What follows belongs to an exercise in optimizing a design on an open flow for small area, a short achievable clock period and few clock cycles per item; a production flow would make more cautious choices. The RTL was checked by simulation tests, not by an equivalence proof against the original design. Power figures rest on the tool's default switching activity, not on a simulated workload.

$ cat design/flow/design.v
module script_lexer_byte_stream_core #(
  parameter int OFFSET_BITS       = 16,
  parameter int MAX_COMMENT_DEPTH = 15
) (
  input  logic        clk,
  input  logic        rst_n,
  input  logic        in_valid,
  output logic        in_ready,
  input  logic [7:0]  in_ch,
  input  logic        in_end_of_source,
  output logic        out_valid,
  input  logic        out_ready,
  output logic [5:0]  out_kind,
  output logic [15:0] out_start_offset,
  output logic [15:0] out_length,
  output logic [15:0] out_line,
  output logic [62:0] out_int_value,
  output logic [2:0]  out_error_code,
  output logic        out_last,
  input  logic        cfg_we,
  input  logic [15:0] cfg_wdata
);
  localparam logic [3:0] M_IDLE = 4'd0, M_MINUS = 4'd1, M_PLUS = 4'd2, M_STAR = 4'd3,
                         M_CMP = 4'd4, M_SLASH = 4'd5, M_LINE_C = 4'd6, M_BLOCK = 4'd7,
                         M_BLOCK_STAR = 4'd8, M_BLOCK_SLASH = 4'd9, M_STRING = 4'd10,
                         M_INT = 4'd11, M_INT_DOT = 4'd12, M_FLOAT = 4'd13,
                         M_IDENT = 4'd14, M_STR_END = 4'd15;
  localparam logic [62:0] VAL_MAX = {63{1'b1}};
  localparam logic [62:0] ACC_LIM = 63'd922337203685477580;
  localparam logic [5:0] K_DOT = 6'd7, K_MINUS = 6'd8, K_DEC = 6'd9, K_ARROW = 6'd10,
                         K_PLUS = 6'd11, K_INC = 6'd12, K_STAR = 6'd14, K_SLASH = 6'd26,
                         K_STRING = 6'd27, K_INT = 6'd28, K_FLOAT = 6'd29, K_IDENT = 6'd30,
                         K_END = 6'd31, K_ERROR = 6'd32;
  localparam int F_DIG = 12, F_ALPHA = 11, F_MINUS = 10, F_PLUS = 9, F_STAR = 8, F_SLASH = 7,
                 F_QUOTE = 6, F_NL = 5, F_CMP = 4, F_EQ = 3, F_GT = 2, F_DOT = 1, F_ONE = 0;
  function automatic logic [5:0] step_of(input logic [3:0] mode, input logic [12:0] f);
    logic s0, s1, s2, cons_b, long_b;    
    s0 = 1'b0;
    s1 = 1'b0;
    cons_b = 1'b0;
    long_b = 1'b0;
    case (mode)
      M_MINUS: begin
        s0 = 1'b1;
        cons_b = f[F_MINUS] || f[F_GT];
      end
      M_PLUS: begin
        s0 = 1'b1;
        cons_b = f[F_PLUS];
      end
      M_STAR: begin
        s0 = 1'b1;
        cons_b = f[F_STAR];
      end
      M_CMP: begin
        s0 = 1'b1;
        cons_b = f[F_EQ];
      end
      M_SLASH: begin
        cons_b = f[F_SLASH] || f[F_STAR];
        s0 = !cons_b;
      end
      M_LINE_C, M_BLOCK, M_BLOCK_STAR, M_BLOCK_SLASH: cons_b = 1'b1;
      M_STRING: cons_b = 1'b1;
      M_STR_END: s0 = 1'b1;
      M_INT: begin
        cons_b = f[F_DIG] || f[F_DOT];
        s0 = !cons_b;
      end
      M_INT_DOT: begin
        cons_b = f[F_DIG];
        s0 = !cons_b;
        s1 = !cons_b;
      end
      M_FLOAT: begin
        cons_b = f[F_DIG];
        s0 = !cons_b;
      end
      M_IDENT: begin
        cons_b = f[F_DIG] || f[F_ALPHA];
        s0 = !cons_b;
      end
      default: ;
    endcase
    long_b = s0 && cons_b;
    s2 = !cons_b && f[F_ONE];
    step_of = {long_b, cons_b, s2, s1, s0, 1'b0};
  endfunction
  function automatic logic [5:0] cmp_kind(input logic [1:0] pend);
    case (pend)
      2'd0:    cmp_kind = 6'd18;
      2'd1:    cmp_kind = 6'd20;
      2'd2:    cmp_kind = 6'd22;
      default: cmp_kind = 6'd24;
    endcase
  endfunction
  localparam int TI_W = 19;
  function automatic logic [TI_W-1:0] tok_info(
      input logic [3:0] mode, input logic [1:0] pend, input logic ovf, input logic [12:0] f,
      input logic [5:0] p, input logic e, input logic v, input logic [1:0] sub,
      input logic fl, input logic [1:0] n1);
    logic [5:0] st;
    logic s0, s1, s2, long_b;
    logic t_lex, t_dot, t_one, t_end;
    logic valid, last, is_val, empty, step_last, src_last;
    logic [5:0] kind, lkind;
    logic [2:0] err, lerr;
    st = step_of(mode, f);
    {s2, s1, s0} = st[3:1];
    long_b = st[5];
    is_val = (mode == M_INT) || (mode == M_INT_DOT);
    lerr = 3'd0;
    case (mode)
      M_MINUS:  lkind = (fl || !long_b) ? K_MINUS : f[F_MINUS] ? K_DEC : K_ARROW;
      M_PLUS:   lkind = (fl || !long_b) ? K_PLUS : K_INC;
      M_STAR:   lkind = K_STAR;
      M_CMP:    lkind = cmp_kind(pend) | {5'd0, long_b && !fl};
      M_SLASH:  lkind = K_SLASH;
      M_BLOCK, M_BLOCK_STAR, M_BLOCK_SLASH: begin
        lkind = K_ERROR;
        lerr  = 3'd3;
      end
      M_STRING: begin
        lkind = K_ERROR;
        lerr  = 3'd2;
      end
      M_STR_END: lkind = K_STRING;
      M_INT, M_INT_DOT: begin
        lkind = ovf ? K_ERROR : K_INT;
        lerr  = ovf ? 3'd4 : 3'd0;
      end
      M_FLOAT:  lkind = K_FLOAT;
      default:  lkind = K_IDENT;
    endcase
    t_lex = 1'b0;
    t_dot = 1'b0;
    t_one = 1'b0;
    t_end = 1'b0;
    if (!fl) begin
      valid = v && (s0 || s2);
      empty = v && !s0 && !s2;
      case (sub)
        2'd0: begin
          t_lex = s0;
          t_one = !s0;
          step_last = !s0 || (!s1 && !s2);
        end
        2'd1: begin
          t_dot = s1;
          t_one = !s1;
          step_last = !s1 || !s2;
        end
        default: begin
          t_one = 1'b1;
          step_last = 1'b1;
        end
      endcase
      last = e && (sub == 2'd2);
      src_last = last;
    end else begin
      valid = 1'b1;
      empty = 1'b0;
      case (sub)
        2'd0: begin
          t_lex = (mode != M_IDLE) && (mode != M_LINE_C);
          t_end = !t_lex;
        end
        2'd1: begin
          t_dot = (mode == M_INT_DOT);
          t_end = !t_dot;
        end
        default: t_end = 1'b1;
      endcase
      last = t_end || (n1 == 2'd2 && sub == 2'd0) || (n1 == 2'd1 && sub == 2'd1) ||
             (n1 == 2'd0 && sub == 2'd2);
      step_last = last;
      src_last = last;
    end
    kind = t_lex ? lkind : t_dot ? K_DOT : t_end ? K_END : p;
    err  = t_lex ? lerr : {2'b00, t_one && p[5]};
    tok_info = {valid, kind, err, last, t_lex || t_dot,
                t_lex && !(long_b && !fl), t_lex && long_b && !fl, t_dot || t_one,
                t_lex && is_val, empty, step_last, src_last};
  endfunction
  logic        r0_v, r1_v, r0_e, r1_e;
  logic [7:0]  r1_c;
  logic [12:0] r0_f;
  logic [5:0]  r0_p;                       
  logic [3:0]  mode_r;
  logic [1:0]  pend_r;                     
  logic [15:0] tstart_r, pos_r, len_r, line_r, first_r;
  logic [62:0] acc_r;
  logic        ovf_r;
  logic [3:0]  depth_r;
  logic        fl_r;                       
  logic [1:0]  sub_r;                      
  logic [1:0]  n1_r;                       
  logic        o_valid, o_last, o_st_lex, o_ln_len, o_ln_two, o_ln_one;
  logic        o_is_val, o_empty, o_step_last, o_src_last;
  logic [5:0]  o_kind;
  logic [2:0]  o_err;
  logic take_o, cons, src_done, val_taken, busy, eos_in, take, r0_ld;
  assign take_o    = o_valid && out_ready;
  assign cons      = o_empty || (take_o && o_step_last && !fl_r);
  assign src_done  = take_o && o_src_last;
  assign val_taken = take_o && o_is_val;
  assign busy      = r0_v || r1_v || fl_r;
  assign eos_in    = (r0_v && r0_e) || (r1_v && r1_e) || fl_r;
  assign in_ready  = !r1_v && !eos_in;
  assign take      = in_valid && in_ready;
  assign r0_ld     = !r0_v || cons;
  logic [7:0]  nc;
  logic [12:0] nf;
  logic [5:0]  np;
  assign nc = r1_v ? r1_c : in_ch;
  always_comb begin
    nf = 13'd0;
    np = {2'b00, nc[3:0]};
    if ((nc >= 8'h30) && (nc <= 8'h39)) nf[F_DIG] = 1'b1;
    else if (((nc >= 8'h61) && (nc <= 8'h7A)) || ((nc >= 8'h41) && (nc <= 8'h5A)) ||
             (nc == 8'h5F)) nf[F_ALPHA] = 1'b1;
    else begin
      case (nc)
        8'h2D: nf[F_MINUS] = 1'b1;
        8'h2B: nf[F_PLUS] = 1'b1;
        8'h2A: nf[F_STAR] = 1'b1;
        8'h2F: nf[F_SLASH] = 1'b1;
        8'h22: nf[F_QUOTE] = 1'b1;
        8'h0A: nf[F_NL] = 1'b1;
        8'h21: begin nf[F_CMP] = 1'b1; np = 6'd0; end
        8'h3D: begin nf[F_CMP] = 1'b1; nf[F_EQ] = 1'b1; np = 6'd1; end
        8'h3C: begin nf[F_CMP] = 1'b1; np = 6'd2; end
        8'h3E: begin nf[F_CMP] = 1'b1; nf[F_GT] = 1'b1; np = 6'd3; end
        8'h20, 8'h0D, 8'h09: ;
        8'h28: begin nf[F_ONE] = 1'b1; np = 6'd0; end
        8'h29: begin nf[F_ONE] = 1'b1; np = 6'd1; end
        8'h5B: begin nf[F_ONE] = 1'b1; np = 6'd2; end
        8'h5D: begin nf[F_ONE] = 1'b1; np = 6'd3; end
        8'h7B: begin nf[F_ONE] = 1'b1; np = 6'd4; end
        8'h7D: begin nf[F_ONE] = 1'b1; np = 6'd5; end
        8'h2C: begin nf[F_ONE] = 1'b1; np = 6'd6; end
        8'h2E: begin nf[F_ONE] = 1'b1; nf[F_DOT] = 1'b1; np = K_DOT; end
        8'h3B: begin nf[F_ONE] = 1'b1; np = 6'd13; end
        8'h3F: begin nf[F_ONE] = 1'b1; np = 6'd15; end
        8'h7C: begin nf[F_ONE] = 1'b1; np = 6'd16; end
        8'h3A: begin nf[F_ONE] = 1'b1; np = 6'd17; end
        default: begin nf[F_ONE] = 1'b1; np = K_ERROR; end
      endcase
    end
  end
  logic [5:0]  st;
  logic        s0, s1, s2, consumed;
  logic [1:0]  k1;
  logic [3:0]  mode_nxt, depth_nxt;
  logic [1:0]  pend_nxt;
  logic        new_lex, len_up, len_up2, line_up, acc_we, acc_clr;
  logic [15:0] len_inc, len_inc2, pos_dec;
  logic [14:0] len_hi_inc;
  logic [62:0] prod;
  logic        ovf_d;
  assign st = step_of(mode_r, r0_f);
  assign {consumed, s2, s1, s0} = st[4:1];
  assign k1 = {s0 && (s1 || s2), s0 ^ s1 ^ s2};
  assign len_hi_inc = len_r[15:1] + 15'd1;
  assign len_inc  = (len_r == 16'hFFFF) ? len_r :
                    len_r[0] ? {len_hi_inc, 1'b0} : {len_r[15:1], 1'b1};
  assign len_inc2 = (len_r[15:1] == 15'h7FFF) ? 16'hFFFF : {len_hi_inc, len_r[0]};
  assign pos_dec  = pos_r - 16'd1;
  assign prod     = {acc_r[59:0], 3'b000} + {acc_r[61:0], 1'b0} + {59'd0, r0_p[3:0]};
  assign ovf_d    = (acc_r > ACC_LIM) || ((acc_r == ACC_LIM) && r0_p[3]);
  always_comb begin
    mode_nxt  = mode_r;
    pend_nxt  = pend_r;
    depth_nxt = depth_r;
    new_lex   = 1'b0;
    len_up    = 1'b0;
    len_up2   = 1'b0;
    line_up   = 1'b0;
    acc_we    = 1'b0;
    acc_clr   = 1'b0;
    case (mode_r)
      M_MINUS, M_PLUS, M_STAR, M_CMP: mode_nxt = M_IDLE;
      M_SLASH: begin
        if (r0_f[F_SLASH]) mode_nxt = M_LINE_C;
        else if (r0_f[F_STAR]) begin
          mode_nxt  = M_BLOCK;
          depth_nxt = 4'd1;
          len_up    = 1'b1;
        end
      end
      M_LINE_C: begin
        if (r0_f[F_NL]) begin
          line_up  = 1'b1;
          mode_nxt = M_IDLE;
        end
      end
      M_BLOCK, M_BLOCK_STAR, M_BLOCK_SLASH: begin
        len_up = 1'b1;
        if (mode_r == M_BLOCK_STAR && r0_f[F_SLASH]) begin
          depth_nxt = (depth_r != 4'd0) ? depth_r - 4'd1 : depth_r;
          mode_nxt  = (depth_nxt == 4'd0) ? M_IDLE : M_BLOCK;
        end else if (mode_r == M_BLOCK_SLASH && r0_f[F_STAR]) begin
          depth_nxt = (depth_r != 4'(MAX_COMMENT_DEPTH)) ? depth_r + 4'd1 : depth_r;
          mode_nxt  = M_BLOCK;
        end else if (r0_f[F_NL]) begin
          line_up  = 1'b1;
          mode_nxt = M_BLOCK;
        end else if (r0_f[F_STAR]) begin
          mode_nxt = M_BLOCK_STAR;
        end else if (r0_f[F_SLASH]) begin
          mode_nxt = M_BLOCK_SLASH;
        end else begin
          mode_nxt = M_BLOCK;
        end
      end
      M_STRING: begin
        len_up = 1'b1;
        if (r0_f[F_QUOTE]) mode_nxt = M_STR_END;
        else if (r0_f[F_NL]) line_up = 1'b1;
      end
      M_INT: begin
        if (r0_f[F_DIG]) begin
          len_up = 1'b1;
          acc_we = 1'b1;
        end else if (r0_f[F_DOT]) mode_nxt = M_INT_DOT;
      end
      M_INT_DOT: begin
        if (r0_f[F_DIG]) begin
          len_up2  = 1'b1;
          mode_nxt = M_FLOAT;
          acc_clr  = 1'b1;                  
        end
      end
      M_FLOAT, M_IDENT: len_up = 1'b1;
      default: ;
    endcase
    if (!consumed) begin
      mode_nxt = M_IDLE;
      new_lex  = 1'b1;
      len_up   = 1'b0;
      if (r0_f[F_MINUS]) mode_nxt = M_MINUS;
      else if (r0_f[F_PLUS]) mode_nxt = M_PLUS;
      else if (r0_f[F_STAR]) mode_nxt = M_STAR;
      else if (r0_f[F_CMP]) begin
        mode_nxt = M_CMP;
        pend_nxt = r0_p[1:0];
      end
      else if (r0_f[F_SLASH]) mode_nxt = M_SLASH;
      else if (r0_f[F_NL]) line_up = 1'b1;
      else if (r0_f[F_QUOTE]) mode_nxt = M_STRING;
      else if (r0_f[F_DIG]) begin
        mode_nxt = M_INT;
        acc_we   = 1'b1;
      end
      else if (r0_f[F_ALPHA]) mode_nxt = M_IDENT;
    end
  end
  logic        r0v_d, r1v_d, r0e_d, fl_d, ovf_nd;
  logic [12:0] r0f_d;
  logic [5:0]  r0p_d;
  logic [3:0]  mode_d;
  logic [1:0]  pend_d, sub_d, n1_d;
  always_comb begin
    r0v_d = r0_v;
    r1v_d = r1_v;
    r0f_d = r0_f;
    r0p_d = r0_p;
    r0e_d = r0_e;
    if (r0_ld) begin
      r0v_d = r1_v || take;
      r1v_d = 1'b0;
      r0f_d = nf;
      r0p_d = np;
      r0e_d = r1_v ? r1_e : in_end_of_source;
    end else if (take) begin
      r1v_d = 1'b1;
    end
    mode_d = mode_r;
    pend_d = pend_r;
    n1_d   = n1_r;
    fl_d   = fl_r;
    sub_d  = sub_r;
    ovf_nd = ovf_r;
    if (cons) begin
      mode_d = mode_nxt;
      pend_d = pend_nxt;
      n1_d   = k1;
      fl_d   = r0_e;
      sub_d  = 2'd0;
      if (acc_we) ovf_nd = ovf_d;
    end else if (take_o) begin
      sub_d = sub_r + 2'd1;
    end
    if (src_done) begin
      mode_d = M_IDLE;
      fl_d   = 1'b0;
      sub_d  = 2'd0;
    end
    if (!rst_n) begin
      r0v_d  = 1'b0;
      r1v_d  = 1'b0;
      mode_d = M_IDLE;
      fl_d   = 1'b0;
      sub_d  = 2'd0;
    end
  end
  always_ff @(posedge clk) begin
    r0_v   <= r0v_d;
    r1_v   <= r1v_d;
    r0_f   <= r0f_d;
    r0_p   <= r0p_d;
    r0_e   <= r0e_d;
    mode_r <= mode_d;
    pend_r <= pend_d;
    n1_r   <= n1_d;
    fl_r   <= fl_d;
    sub_r  <= sub_d;
    ovf_r  <= ovf_nd;
    if (!r1_v) begin
      r1_c <= in_ch;
      r1_e <= in_end_of_source;
    end
  end
  always_ff @(posedge clk) begin
    {o_valid, o_kind, o_err, o_last, o_st_lex, o_ln_len, o_ln_two, o_ln_one,
     o_is_val, o_empty, o_step_last, o_src_last} <=
      tok_info(mode_d, pend_d, ovf_nd, r0f_d, r0p_d, r0e_d, r0v_d, sub_d, fl_d, n1_d);
  end
  always_ff @(posedge clk) begin
    if (!rst_n) begin
      pos_r   <= 16'd0;
      line_r  <= 16'd1;
      first_r <= 16'd1;
    end else begin
      if (cfg_we) first_r <= cfg_wdata;
      if (cfg_we && (!busy || src_done)) line_r <= cfg_wdata;
      else if (src_done) line_r <= first_r;
      else if (cons && line_up) line_r <= line_r + 16'd1;
      if (src_done) pos_r <= 16'd0;
      else if (cons) pos_r <= pos_r + 16'd1;
    end
  end
  logic dot_next;
  assign dot_next = take_o && o_st_lex && (mode_r == M_INT_DOT);
  always_ff @(posedge clk) begin
    if (dot_next && !cons) tstart_r <= pos_dec;
    if (cons) begin
      depth_r <= depth_nxt;
      if (new_lex) begin
        tstart_r <= pos_r;
        len_r    <= 16'd1;
      end else if (len_up2) begin
        len_r    <= len_inc2;
      end else if (len_up) begin
        len_r    <= len_inc;
      end
    end
  end
  always_ff @(posedge clk) begin
    if (!rst_n || val_taken || (cons && acc_clr)) acc_r <= 63'd0;
    else if (cons && acc_we) acc_r <= ovf_d ? VAL_MAX : prod;
  end
  assign out_valid        = o_valid;
  assign out_kind         = o_kind;
  assign out_error_code   = o_err;
  assign out_last         = o_last;
  assign out_line         = line_r;
  assign out_int_value    = acc_r;
  assign out_start_offset = o_st_lex ? tstart_r : pos_r;
  assign out_length       = o_ln_len ? len_r : {14'd0, o_ln_two, o_ln_one};
endmodule
$ cat design/flow/run.sh
#!/bin/bash
# synth_recipe.tcl (not shown) runs the flow's synth.tcl, then flattens the netlist and writes it again
# the make line also repeats each setting of config.mk as NAME=value (left out here)
make -C /OpenROAD-flow-scripts/flow DESIGN_CONFIG=/design/flow/config.mk WORK_HOME=/design/flow/orfs CLKGATE_MAP_FILE= SYNTH_SCRIPT=/design/flow/synth_recipe.tcl finish
$ cat design/flow/config.mk
export PLATFORM = sky130hd
export DESIGN_NAME = script_lexer_byte_stream_core
export DESIGN_NICKNAME = script_lexer_byte_stream_core
export VERILOG_FILES = /design/flow/design.v
export SDC_FILE = /design/flow/constraint.sdc
export NUM_CORES = 4
export LEC_CHECK = 0
export CAP_MARGIN = 20
export CORE_MARGIN = 2
export CORE_UTILIZATION = 40
export SETUP_SLACK_MARGIN = 5
export SLEW_MARGIN = 20
$ cat design/flow/constraint.sdc
create_clock -name core_clock -period 9.0 [get_ports {clk}]
set_input_delay 1.8000 -clock core_clock [delete_from_list [all_inputs] [get_ports {clk}]]
set_output_delay 1.8000 -clock core_clock [all_outputs]
set_load 0.01 [all_outputs]
==> impl_metrics.py, run 1 <==
metrics = {
    "yosys": {
        "synthArstFlopShare_pct": 0,
        "yosys.area.top_type": "dfxtp_1",
        "ys_types": 100,
        "syn_nets": 2035,
        "syn_inst": 1876,
        "ys.flop_type": "dfxtp_1",
        "netlist_top_cells_area": "dfxtp_1 24%, ha_1 10%, a21oi_1 6.0%, o21ai_0 5.4%, edfxtp_1 4.6%",
        "synth_edf_count": 23,
        "yosysSeqAreaShare_pct": 29.0,
        "syn_area_per_cell_um2": 8.08,
        "yosysWarnings": 1,
        "synth.cell_area_mm2": 0.0152,
        "ys_ff_latch": 208,
        "synth_top_cell_area_share_pct": 24.4,
    },
    "job": {
        "max-cap-violations": 0,
    },
    "placement": {
        "place_congestion": 0.940,
        "port_buffers": 152,
        "hpwl_mm": 33.7,
    },
    "layout": {
        "layout_commonest_cell": "dfxtp_1",
        "layout_common_cells": "174 x dfxtp_1, 172 x a21oi_1, 157 x o21ai_0",
        "syn2layout_area_growth_pct": 26.4,
        "final-seq-area_mm2": 0.00442,
        "num_antenna_cells": 0,
        "fillers": 3641,
        "multi_input_area_mm2": 0.0108,
        "nets": 2190,
        "drive_gt1_share_pct": 14.0,
    },
    "routing": {
        "drt-initial-drc-count": 1223,
        "drtPass1Iterations": 5,
        "wl_per_cell_um": 18.9,
        "drc": 0,
        "vias_per_cell": 5.82,
        "wirelength_mm": 48.4,
        "postRouteAntennaNets": 0,
        "via_count": 14900,
    },
    "worst_setup_path": {
        "worst_path_largest_cell_delay_ns": 0.51,
        "cp-end-kind": "flop",
        "slowest_stage": "or4_4",
        "timing.rr.end": "o_kind[1]",
        "critPathLaunchType": "primary input",
        "cp.depth": 12,
        "r2r-start": "depth_r[0]",
        "arrival_ns": 4.74,
        "reg2reg_depth": 15,
        "critPathBufInv": 2,
        "rrSetupSlack_ns": 4.78,
        "worstSetupPathType": "primary input to flop",
        "cp_top_family": "compound AO/OA/AOI/OAI gates",
        "crit_fanout": 8,
        "cp_cell_sequence": "buf_8 -> or3b_4 -> a21oi_4 -> a2111oi_4 -> a32o_2 -> or4_4 -> o2bb2a_4 -> a21bo_4 -> o21ai_4 -> buf_6 -> or3_1 -> o211a_1",
        "critical_path_required_ns": 9.42,
    },
    "clock_network": {
        "cts_htree_levels": 1,
        "clk_path_buf_depth": 3,
        "path_clk_slew_ns": 0.06,
        "cts_tree": "built",
        "clkLatencyLatePin_ns": 0.54,
        "cts-root-buf": "clkbuf_16",
        "cts_inserted_buffers": 26,
        "numClockSinks": 208,
    },
    "timing": {
        "finalHoldViolCount": 0,
        "rsz0062_at_grt": "true",
        "tns_ns": 0,
        "period_needed_ns": 4.32,
        "finClkSkew_ns": 0.0123,
        "fin_worst_hold_slack_ns": 0.480,
        "setup_viol": 0,
        "min_period_over_period_pct": 48.0,
        "worst_pin_slew_ns": 0.869,
        "max_freq_mhz": 232,
        "slew_violations": 0,
        "slew_headroom_pct": 41.3,
    },
    "grt": {
        "grt-ovfl-total": 0,
        "grt_pass1_wl_mm": 77.2,
        "grt_max_degree": 80,
        "grt_pass1_vias": 14200,
        "antenna_found_initial": 0,
        "grtUsageTotal_pct": 24.0,
    },
    "floorplanning": {
        "dieHeight_um": 199,
        "initial_core_util_pct": 40.5,
        "placement_rows": 71,
        "core_area_mm2": 0.0375,
        "die_w_um": 199,
        "io_pins": 153,
        "die_area_mm2": 0.0395,
    },
    "power": {
        "seq_power_share_pct": 31.2,
        "pwr-share-comb_pct": 43.2,
        "p_int_uw": 2700,
        "pwr-share-clk_pct": 25.6,
        "swShare_pct": 38.6,
        "peakVddDrop_v": 0.000151,
        "leakagePower_uw": 0.00797,
        "power_density_mw_per_mm2": 229,
        "switchingPower_uw": 1700,
    },
    "min_path": {
        "min-delay-start": "r1_e",
        "min_path_cells": 1,
        "hold_path_class": "flop to flop",
        "whs_endpoint": "r1_e",
    },
    "run_status": {
        "outcome": "complete, no violations",
    },
}
-- cell usage after synthesis, drive strengths merged (22+ instances only) --
library cell  number
dfxtp            185
a21oi            183
nand2            131
xor2              48
mux2              22
nor3              54
xnor2             48
a21o              54
and2              31
ha               127
a31oi             39
nand2b            26
and3              28
nand4             23
buf               25
nand3             65
o21ai            168
clkbuf            77
edfxtp            23
mux2i             26
nor2             150
inv               54
-- per-stage QoR --
stage	setup slack [ns]	instance area, um2	total power, uW	std cells	utilization, %
floorplan	4.51	15400	2440	1876	-
global placement	2.71	17100	2900	2447	45.7
detailed placement	2.65	17100	2930	2447	45.7
CTS	4.71	18800	4290	2548	50.2
global route	4.62	19200	4650	2562	51.1
finish	4.68	19200	4400	2562	51.1
-- cells by family (layout without fill, tap and decap cells) --
| family | after synthesis | count (layout) | synth area share, % |
|---|---|---|---|
| simple gates | 590 | 593 | 19.3 |
| fa+ha+maj | 129 | 129 | 10.7 |
| compound gates | 648 | 650 | 27.8 |
| flops | 208 | 208 | 29.0 |
| mux | 48 | 48 | 3.35 |
| xor+xnor | 96 | 96 | 5.54 |
| buf+inv | 157 | 327 | 4.27 |
-- final cells by class --
class	count	area share (%)
clock buffers	40	4.20
clock inverters	8	0.659
inverters	55	1.13
multi-input cells	1516	56.4
flip-flops and latches	208	23.0
well taps	511	3.34
repair buffers	223	11.2
repair inverters	1	0.0261
-- state kept, by name (all words and copies together), names as in the netlist, 3 cells and up --
| register | flops |
|---|---|
| acc_r | 63 |
| depth_r | 4 |
| first_r | 16 |
| len_r | 16 |
| line_r | 16 |
| mode_r | 4 |
| o_err | 3 |
| o_kind | 6 |
| pos_r | 16 |
| r0_f | 13 |
| r0_p | 6 |
| r1_c | 8 |
| tstart_r | 16 |
-- repair_timing --
| action | CTS | global route |
|---|---|---|
| pin swaps | 39 | 28 |
| gates resized for setup | 127 | 59 |
| buffers inserted | 47 | 14 |
| cloned | 6 | 0 |
| endpoints found under the setup margin | 99 | 66 |
| hold buffers | 0 | 0 |
-- worst max path at each step --
stage | startpoint | to
floorplan | in_ch[7] | o_kind[1]
global placement | out_ready | o_kind[5]
detailed placement | out_ready | o_kind[5]
CTS | in_ch[7] | o_kind[1]
global route | in_ch[0] | o_kind[1]
finish | in_ch[7] | o_kind[1]
-- power groups by stage --
stage	Sequential (uW)	Combinational, uW	Clock (uW)
global route	1400	2050	1190
floorplan	1270	1160	0
global placement	1370	1530	0
finish	1370	1900	1130
CTS	1370	1770	1150
detailed placement	1370	1560	0
-- metal layers --
metal	vias up	global-route usage (%)	part of all wire, %
li1	7315	-	-
met1	7132	34.2	47
met2	409	38.4	45
met3	67	2.64	5.5
met4	0	6.36	2.4
met5	-	0	0
Testbench counts, summed over its fixed seeds: cycles 22,113, bytes 21,524.
==> run 2: changes to the inputs <==
--- a/design/flow/design.v
+++ b/design/flow/design.v
@@ -268,3 +268,31 @@
   assign pos_dec  = pos_r - 16'd1;
-  assign prod     = {acc_r[59:0], 3'b000} + {acc_r[61:0], 1'b0} + {59'd0, r0_p[3:0]};
+  logic [2:0]  d_a;
+  logic [62:0] ax, ay, ag, ap, pg, pp;
+  assign d_a = r0_p[3] ? 3'd7 : r0_p[2:0];
+  assign ax  = {acc_r[59:0], d_a};
+  assign ay  = {acc_r[61:0], r0_p[3]};
+  always_comb begin
+    ag = ax & ay;
+    ap = ax ^ ay;
+    pg = ag;
+    pg[0] = ag[0] | (ap[0] & r0_p[3] & r0_p[0]);
+    pp = ap;
+    for (int l = 0; l < 6; l++) begin
+      for (int i = 0; i < 63; i++) begin
+        if (((i + 1) % (2 << l)) == 0) begin
+          pg[i] = pg[i] | (pp[i] & pg[i - (1 << l)]);
+          pp[i] = pp[i] & pp[i - (1 << l)];
+        end
+      end
+    end
+    for (int l = 4; l >= 0; l--) begin
+      for (int i = 0; i < 63; i++) begin
+        if ((((i + 1) % (2 << l)) == (1 << l)) && (i >= (2 << l))) begin
+          pg[i] = pg[i] | (pp[i] & pg[i - (1 << l)]);
+          pp[i] = pp[i] & pp[i - (1 << l)];
+        end
+      end
+    end
+  end
+  assign prod = ap ^ {pg[61:0], r0_p[3] & r0_p[0]};
   assign ovf_d    = (acc_r > ACC_LIM) || ((acc_r == ACC_LIM) && r0_p[3]);
@@ -300,3 +328,3 @@
           depth_nxt = (depth_r != 4'd0) ? depth_r - 4'd1 : depth_r;
-          mode_nxt  = (depth_nxt == 4'd0) ? M_IDLE : M_BLOCK;
+          mode_nxt  = (depth_r[3:1] == 3'd0) ? M_IDLE : M_BLOCK;
         end else if (mode_r == M_BLOCK_SLASH && r0_f[F_STAR]) begin
==> impl_metrics.py, run 2 <==
metrics = {
    "run_status": {
        "outcome": "complete, no violations",
    },
    "min_path": {
        "hold_path_class": "flop to flop",
        "min-delay-start": "r0_p[4]",
        "whs_endpoint": "r0_p[4]",
        "min_path_cells": 2,
    },
    "worst_setup_path": {
        "timing.rr.end": "acc_r[47]",
        "arrival_ns": 4.45,
        "cp_cell_sequence": "buf_8 -> nand4b_1 -> buf_4 -> nor2b_4 -> and2_4 -> clkinvlp_4 -> nand2_2 -> o21ai_2 -> nand2b_4 -> o41a_1 -> a2bb2oi_4 -> a311oi_4 -> buf_6 -> nand4_1 -> a221oi_2",
        "critPathLaunchType": "primary input",
        "cp.depth": 15,
        "worstSetupPathType": "primary input to flop",
        "reg2reg_depth": 17,
        "slowest_stage": "o41a_1",
        "cp-end-kind": "flop",
        "cp_top_family": "compound AO/OA/AOI/OAI gates",
        "worst_path_largest_cell_delay_ns": 0.48,
        "rrSetupSlack_ns": 5.23,
        "critical_path_required_ns": 9.45,
        "crit_fanout": 6,
        "critPathBufInv": 4,
        "r2r-start": "r0_p[3]",
    },
    "yosys": {
        "yosysWarnings": 1,
        "syn_nets": 1842,
        "synth_top_cell_area_share_pct": 26.2,
        "synth_edf_count": 23,
        "synthArstFlopShare_pct": 0,
        "netlist_top_cells_area": "dfxtp_1 26%, ha_1 5.9%, nor2_1 5.3%, edfxtp_1 4.9%, fa_1 4.5%",
        "syn_inst": 1713,
        "synth_most_common_cell": "nor2_1",
        "synth_top_cells_by_count": "201 x nor2_1, 185 x dfxtp_1, 123 x nand2_1",
        "yosys.area.top_type": "dfxtp_1",
        "ys.flop_type": "dfxtp_1",
        "ys_types": 88,
        "yosysSeqAreaShare_pct": 31.1,
        "syn_area_per_cell_um2": 8.24,
        "ys_ff_latch": 208,
        "synth.cell_area_mm2": 0.0141,
    },
    "timing": {
        "setup_viol": 0,
        "rsz0062_at_grt": "true",
        "slew_violations": 0,
        "slew_headroom_pct": 40.2,
        "tns_ns": 0,
        "worst_pin_slew_ns": 0.874,
        "period_needed_ns": 4.00,
        "min_period_over_period_pct": 44.4,
        "finalHoldViolCount": 0,
        "finClkSkew_ns": 0.0166,
        "max_freq_mhz": 250,
    },
    "routing": {
        "wl_per_cell_um": 18.0,
        "drt-initial-drc-count": 711,
        "postRouteAntennaNets": 0,
        "drc": 0,
        "drtPass1Iterations": 6,
        "wirelength_mm": 41.5,
        "via_count": 13000,
        "vias_per_cell": 5.64,
    },
    "layout": {
        "largest_reg_flops": 63,
        "drive_gt1_share_pct": 15.1,
        "layout_commonest_cell": "nor2_1",
        "layout_common_cells": "197 x nor2_1, 176 x dfxtp_1, 142 x clkdlybuf4s50_1",
        "num_antenna_cells": 0,
        "nets": 1960,
        "syn2layout_area_growth_pct": 23.8,
        "largest-register": "acc_r",
    },
    "clock_network": {
        "clkLatencyLatePin_ns": 0.55,
        "path_clk_slew_ns": 0.05,
        "cts_htree_levels": 1,
        "cts_tree": "built",
        "numClockSinks": 208,
        "cts-root-buf": "clkbuf_16",
        "clk_path_buf_depth": 3,
        "ctsHoldBuffers": 0,
        "cts_inserted_buffers": 27,
    },
    "floorplanning": {
        "die_w_um": 192,
        "initial_core_util_pct": 40.8,
        "io_pins": 153,
        "die_area_mm2": 0.0368,
        "dieHeight_um": 192,
        "placement_rows": 68,
        "core_area_mm2": 0.0346,
    },
    "power": {
        "peakVddDrop_v": 0.000141,
        "p_total_uw": 3500,
        "power_density_mw_per_mm2": 200,
        "leakagePower_uw": 0.00736,
    },
    "placement": {
        "place_congestion": 0.899,
        "port_buffers": 152,
        "hpwl_mm": 27.9,
    },
    "grt": {
        "antenna_found_initial": 0,
        "grt_max_degree": 83,
        "grt-ovfl-total": 0,
        "grtUsageTotal_pct": 22.2,
        "grt_pass1_vias": 12100,
        "grt_pass1_wl_mm": 66.2,
    },
    "job": {
        "max-cap-violations": 0,
    },
}
-- run 2: changes by cell type after synthesis, sizes merged, moves of 28 or more --
cell	previous run	this run
a21oi	183	115
nor2	150	201
xnor2	48	18
a31oi	39	11
buf	25	84
fa	2	32
ha	127	67
nor3	54	106
o21ai	168	106
-- run 2: per-layer routing --
layer | GRT usage [%] | routed length, um
met4 | 5.18 | 711
met1 | 32.1 | 19800
met2 | 34.7 | 18500
met5 | 0 | 0
met3 | 3.33 | 2440
-- run 2: how the worst max path moves through the flow --
| stage | startpoint | end | slack [ns] |
|---|---|---|---|
| after floorplan | out_ready | o_kind[0] | 4.86 |
| after global placement | out_ready | o_kind[0] | 2.79 |
| after detailed placement | out_ready | o_kind[0] | 2.79 |
| after CTS | out_ready | o_kind[0] | 4.96 |
| after global routing | out_ready | o_kind[0] | 4.91 |
| final | out_ready | o_kind[0] | 5.00 |
-- run 2: worst min-delay path: stages, from the launching register on --
cell     delay [ns]
dfxtp_1        0.30
nand2_1        0.04
o21ai_0        0.08
-- run 2: area by class of cell --
cell class              count  area (um2)
clock buffers              40         734
clock inverters             7        88.8
fillers                  3259       17200
inverters                  36         154
multi-input cells        1323        9290
flip-flops and latches    208        4420
well taps                 455         569
repair buffers            235        2210
-- run 2: kinds of logic after synthesis --
family	synth area share, %
buf+inv	6.90
compound gates	20.2
simple gates	22.8
fa+ha+maj	10.5
flops	31.1
xor+xnor	4.65
mux	3.85
-- run 2: repair_timing --
item,4_1_cts,5_1_grt
cloned,7,0
setup endpoints to repair,56,37
resized for setup,93,55
setup buffers,44,26
pin swaps,29,20
-- run 2: report_power, final --
group          internal (uW)  switching [uW]
logic                    565             646
clock network            617             419
registers               1080             173
-- run 2: per-stage QoR --
stage / cells / cell area [um2] / hold WS [ns] / setup slack, ns / utilization [%]
floorplan: 1713 / 14200 / 0.421 / 4.86 / -
global placement: 2179 / 15500 / 0.449 / 2.79 / 44.9
detailed placement: 2180 / 15500 / 0.459 / 2.79 / 44.9
CTS: 2278 / 17100 / 0.473 / 4.96 / 49.4
global route: 2304 / 17500 / 0.487 / 4.91 / 50.4
finish: 2304 / 17500 / 0.457 / 5.00 / 50.4
Testbench counts of run 2, summed over its fixed seeds: cycles 22,113, bytes 21,524.
==> run 3: changes to the inputs <==
--- a/design/flow/design.v
+++ b/design/flow/design.v
@@ -96,3 +96,3 @@
   endfunction
-  localparam int TI_W = 19;
+  localparam int TI_W = 20;
   function automatic logic [TI_W-1:0] tok_info(
@@ -100,3 +100,3 @@
       input logic [5:0] p, input logic e, input logic v, input logic [1:0] sub,
-      input logic fl, input logic [1:0] n1);
+      input logic fl, input logic [1:0] n1, input logic pnd, input logic [5:0] pk);
     logic [5:0] st;
@@ -104,3 +104,3 @@
     logic t_lex, t_dot, t_one, t_end;
-    logic valid, last, is_val, empty, step_last, src_last;
+    logic valid, last, is_val, empty, step_last, src_last, pendable;
     logic [5:0] kind, lkind;
@@ -138,2 +138,3 @@
     t_end = 1'b0;
+    pendable = !e && s2 && s0;
     if (!fl) begin
@@ -145,3 +146,3 @@
           t_one = !s0;
-          step_last = !s0 || (!s1 && !s2);
+          step_last = !s0 || (!s1 && (!s2 || pendable));
         end
@@ -150,3 +151,3 @@
           t_one = !s1;
-          step_last = !s1 || !s2;
+          step_last = !s1 || !s2 || pendable;
         end
@@ -182,3 +183,5 @@
                 t_lex && !(long_b && !fl), t_lex && long_b && !fl, t_dot || t_one,
-                t_lex && is_val, empty, step_last, src_last};
+                t_lex && is_val, empty, step_last, src_last, pendable && !fl};
+    if (pnd) tok_info = {1'b1, pk, {2'b00, pk[5]}, 1'b0, 1'b1, 1'b0, 1'b0, 1'b1,
+                         1'b0, empty && !fl, 1'b0, 1'b0, 1'b0};
   endfunction
@@ -198,3 +201,3 @@
   logic        o_valid, o_last, o_st_lex, o_ln_len, o_ln_two, o_ln_one;
-  logic        o_is_val, o_empty, o_step_last, o_src_last;
+  logic        o_is_val, o_empty, o_step_last, o_src_last, o_to_pend, pnd_r;
   logic [5:0]  o_kind;
@@ -203,3 +206,3 @@
   assign take_o    = o_valid && out_ready;
-  assign cons      = o_empty || (take_o && o_step_last && !fl_r);
+  assign cons      = (o_empty && (!pnd_r || take_o)) || (take_o && o_step_last && !fl_r);
   assign src_done  = take_o && o_src_last;
@@ -385,3 +388,4 @@
   end
-  logic        r0v_d, r1v_d, r0e_d, fl_d, ovf_nd;
+  logic        r0v_d, r1v_d, r0e_d, fl_d, ovf_nd, pnd_d;
+  logic [5:0]  pk_d;
   logic [12:0] r0f_d;
@@ -405,2 +409,4 @@
     end
+    pnd_d  = (pnd_r && !take_o) || (take_o && o_step_last && !fl_r && o_to_pend);
+    pk_d   = pnd_r ? o_kind : r0_p;
     mode_d = mode_r;
@@ -418,3 +424,3 @@
       if (acc_we) ovf_nd = ovf_d;
-    end else if (take_o) begin
+    end else if (take_o && !pnd_r) begin
       sub_d = sub_r + 2'd1;
@@ -427,2 +433,3 @@
     if (!rst_n) begin
+      pnd_d  = 1'b0;
       r0v_d  = 1'b0;
@@ -440,2 +447,3 @@
     r0_e   <= r0e_d;
+    pnd_r  <= pnd_d;
     mode_r <= mode_d;
@@ -453,4 +461,5 @@
     {o_valid, o_kind, o_err, o_last, o_st_lex, o_ln_len, o_ln_two, o_ln_one,
-     o_is_val, o_empty, o_step_last, o_src_last} <=
-      tok_info(mode_d, pend_d, ovf_nd, r0f_d, r0p_d, r0e_d, r0v_d, sub_d, fl_d, n1_d);
+     o_is_val, o_empty, o_step_last, o_src_last, o_to_pend} <=
+      tok_info(mode_d, pend_d, ovf_nd, r0f_d, r0p_d, r0e_d, r0v_d, sub_d, fl_d, n1_d,
+               pnd_d, pk_d);
   end
@@ -471,3 +480,3 @@
   logic dot_next;
-  assign dot_next = take_o && o_st_lex && (mode_r == M_INT_DOT);
+  assign dot_next = take_o && o_st_lex && !pnd_r && (mode_r == M_INT_DOT);
   always_ff @(posedge clk) begin
==> design/flow/flow/run.sh (new file) <==
#!/bin/bash
# Layout flow: the standard flow (standard.sh, all ORFS steps to finish) with one change:
# the buffers that ORFS puts on every input and output port are the smallest buffer cell,
# sky130_fd_sc_hd__buf_1, instead of the cell ORFS picks by default (a 10 um2 delay buffer).
# Timing repair still upsizes any of them that a path needs. make's output goes to
# standard.log in this folder; ORFS keeps each step's log under orfs/logs/.
set -euo pipefail
cd "$(dirname "$0")/.."
bash standard.sh "BUFFER_PORTS_ARGS=-buffer_cell sky130_fd_sc_hd__buf_1" finish > standard.log 2>&1
==> design/flow/standard.sh (new file) <==
#!/bin/bash
# synth_recipe.tcl (not shown) runs the flow's synth.tcl, then flattens the netlist and writes it again
# the make line also repeats each setting of config.mk as NAME=value (left out here)
make -C /OpenROAD-flow-scripts/flow DESIGN_CONFIG=/design/flow/config.mk WORK_HOME=/design/flow/orfs CLKGATE_MAP_FILE= SYNTH_SCRIPT=/design/flow/synth_recipe.tcl "${@:-finish}"
removed: design/flow/run.sh
==> impl_metrics.py, run 3 <==
metrics = {
    "yosys": {
        "synth_most_common_cell": "dfxtp_1",
        "syn_nets": 1752,
        "ys_types": 86,
        "netlist_top_cells_area": "dfxtp_1 26%, edfxtp_1 6.0%, ha_1 6.0%, a21oi_1 5.1%, fa_1 4.6%",
        "syn_inst": 1623,
        "synth.area.mux_share_pct": 3.94,
        "synth_compound_area_share_pct": 22.6,
        "synth.cell_area_mm2": 0.0139,
        "ys.flop_type": "dfxtp_1",
        "synthArstFlopShare_pct": 0,
        "yosysWarnings": 1,
        "synth_top_cells_by_count": "182 x dfxtp_1, 141 x a21oi_1, 129 x nor2_1",
        "synth_top_family_by_area": "compound AO/OA/AOI/OAI gates",
        "synth_xor_area_share_pct": 4.65,
        "synthSimpleGateAreaFrac_pct": 19.1,
        "synth_edf_count": 28,
        "ys_ff_latch": 210,
        "syn_area_per_cell_um2": 8.59,
        "synthAdderAreaFrac_pct": 10.6,
        "synth_top_cell_area_share_pct": 26.1,
        "yosys.area.top_type": "dfxtp_1",
        "yosysSeqAreaShare_pct": 32.2,
    },
    "worst_setup_path": {
        "critPathLaunchType": "primary input",
        "worstSetupPathType": "primary input to flop",
        "slowest_stage": "a221o_1",
        "cp-end-kind": "flop",
        "cp_cell_sequence": "buf_6 -> mux2_4 -> a21boi_2 -> a221oi_2 -> a41o_2 -> buf_6 -> nor3_4 -> a221o_1 -> and3_1 -> o21a_1 -> nor4_4 -> nor3_4 -> mux2i_1 -> o31a_1",
        "arrival_ns": 4.51,
        "crit_fanout": 5,
        "worst_path_largest_cell_delay_ns": 0.35,
        "critical_path_required_ns": 9.27,
    },
    "routing": {
        "drc": 0,
        "wl_per_cell_um": 18.2,
        "drtPass1Iterations": 5,
        "postRouteAntennaNets": 0,
        "drt-initial-drc-count": 1115,
        "vias_per_cell": 5.70,
        "via_count": 12500,
        "wirelength_mm": 39.9,
    },
    "timing": {
        "tns_ns": 0,
        "finClkSkew_ns": 0.0137,
        "setup_viol": 0,
        "rsz0062_at_grt": "true",
        "max_freq_mhz": 236,
        "finalHoldViolCount": 0,
        "slew_violations": 0,
        "slew_headroom_pct": 37.1,
        "min_period_over_period_pct": 47.1,
        "fin_worst_hold_slack_ns": 0.476,
        "period_needed_ns": 4.24,
        "worst_pin_slew_ns": 0.936,
    },
    "layout": {
        "drive_gt1_share_pct": 15.5,
        "final-seq-area_mm2": 0.00449,
        "multi_input_area_mm2": 0.00907,
        "fillers": 3342,
        "layout_commonest_cell": "dfxtp_1",
        "nets": 1850,
        "largest_reg_flops": 63,
        "syn2layout_area_growth_pct": 16.9,
        "largest-register": "acc_r",
        "layout_common_cells": "175 x dfxtp_1, 145 x buf_1, 136 x a21oi_1",
    },
    "grt": {
        "grt_pass1_wl_mm": 63.7,
        "grt-ovfl-total": 0,
        "grtUsageTotal_pct": 21.4,
        "grt_max_degree": 67,
        "grt_pass1_vias": 11700,
        "antenna_found_initial": 1,
    },
    "power": {
        "p_int_uw": 2320,
        "seq_power_share_pct": 36.0,
        "power_density_mw_per_mm2": 230,
        "pwr-share-comb_pct": 37.4,
        "pwr-share-clk_pct": 26.6,
        "p_total_uw": 3750,
        "switchingPower_uw": 1420,
        "leakagePower_uw": 0.00666,
        "peakVddDrop_v": 0.000143,
        "swShare_pct": 38.0,
    },
    "clock_network": {
        "cts-root-buf": "clkbuf_16",
        "cts_inserted_buffers": 26,
        "clkLatencyLatePin_ns": 0.53,
        "cts_tree": "built",
        "numClockSinks": 210,
        "clk_path_buf_depth": 3,
        "ctsHoldBuffers": 0,
        "cts_htree_levels": 1,
        "path_clk_slew_ns": 0.06,
    },
    "floorplanning": {
        "initial_core_util_pct": 40.5,
        "die_area_mm2": 0.0364,
        "dieHeight_um": 191,
        "core_area_mm2": 0.0345,
        "placement_rows": 68,
        "io_pins": 153,
        "die_w_um": 191,
    },
    "min_path": {
        "hold_path_class": "flop to flop",
    },
    "run_status": {
        "outcome": "complete, no violations",
    },
    "placement": {
        "port_buffers": 152,
        "hpwl_mm": 26.8,
        "place_congestion": 0.864,
    },
    "job": {
        "max-cap-violations": 0,
    },
}
run 3: cell count changes after synthesis, sizes merged, moves of 8 or more:
cell,delta
a22oi,-8
a21oi,+28
o221a,+27
nand2,-8
xor2,-29
nor3,-80
xnor2,+28
a211oi,-8
and2,-8
nor2,-72
run 3: power by group through the flow:
stage | Sequential [uW] | Clock, uW | Combinational, uW
global placement | 1350 | 0 | 1110
CTS | 1340 | 1020 | 1280
detailed placement | 1350 | 0 | 1120
finish | 1350 | 996 | 1400
global route | 1380 | 1060 | 1540
floorplan | 1270 | 0 | 886
run 3: repair_timing:
action                                  CTS  global route
gates resized for setup                  88            56
buffers inserted                         35            18
endpoints found under the setup margin   83            22
gates cloned                              3             0
pin swaps                                31            21
run 3: cell type report:
class	count	share of cell area [%]
inverter	43	1.11
timing repair buffer	216	7.19
tap	455	3.49
clock inverter	10	0.307
clock buffer	37	4.63
sequential	210	27.6
antenna	1	0.0154
multi-input combinational	1224	55.7
run 3: worst paths after layout:
| path | from | endpoint | slack [ns] | depth (start not counted) |
|---|---|---|---|---|
| max reg2reg | mode_r[1] | o_kind[0] | 4.91 | 12 |
| max | in_ch[4] | o_kind[0] | 4.76 | 14 |
| min | pend_r[1] | pend_r[1] | 0.48 | 1 |
| min reg2reg | pend_r[1] | pend_r[1] | 0.48 | 1 |
run 3: stage by stage:
stage,instance area [um2],util (%),instances,setup slack [ns]
2_1_floorplan,14000,-,1623,4.49
3_3_place_gp,14500,41.9,2092,2.83
3_5_place_dp,14500,41.9,2092,2.78
4_1_cts,15900,46.2,2177,4.83
5_1_grt,16300,47.3,2195,4.69
6_report,16300,47.3,2196,4.76
run 3: cell families after synthesis:
kind of cell / Yosys count
AOI/OAI and AO/OA: 475
xor gates and xnor gates: 74
adders and majority gates: 99
buffers and inverters: 191
DFF: 210
muxes: 51
and+or+nand+nor: 523
run 3: critical path, delay by kind of cell:
kind,cells,cell delay [ns]
AOI/OAI and AO/OA,6,1.34
muxes,2,0.43
buffers and inverters,2,0.20
and+or+nand+nor,4,0.73
run 3: metal layers:
metal / GRT usage, % / share of wire, % / vias up
li1: - / - / 6094
met1: 30.2 / 47 / 5963
met2: 33.3 / 44 / 401
met3: 4.32 / 7.0 / 67
met4: 5.40 / 2.3 / 0
met5: 0 / 0 / -
Testbench counts of run 3, summed over its fixed seeds: cycles 21,970, bytes 21,524.

-- re-timing with driven ports --
In the flow no input, the clock included, has a driving cell. The finished layouts below were timed again as built, in two steps.
Step 1 assumes that a clkbuf_16 drives the clock port and a buf_2 every other input.
Step 2 moves the port delays by t, midway between the first and last clock arrival at a register: inputs arrive t later, outputs are due t later. That takes back most of the time a late clock gives input paths.
Slacks: ideal / step 1 / step 2; pairs: ideal / step 1.
| run | t (ns) | setup WS [ns] | hold WS [ns] | slew at the worst register clock pin (ns) | worst slew at a driven data input, ns |
|---|---|---|---|---|---|
| run 1 | 0.587 | 4.684 / 4.678 / 4.092 | 0.480 / 0.480 / 0.480 | 0.06 / 0.06 | 0.08 |
| run 2 | 0.603 | 5.003 / 5.007 / 4.403 | 0.457 / 0.457 / 0.457 | 0.06 / 0.06 | 0.07 |
| run 3 | 0.578 | 4.762 / 4.782 / 4.204 | 0.476 / 0.476 / 0.476 | 0.06 / 0.06 | 0.07 |
After both steps setup and hold are still met in every run listed. The setup slack of run 2, which loses most, moves by +0.004 ns with the drivers and by -0.600 ns with both steps.
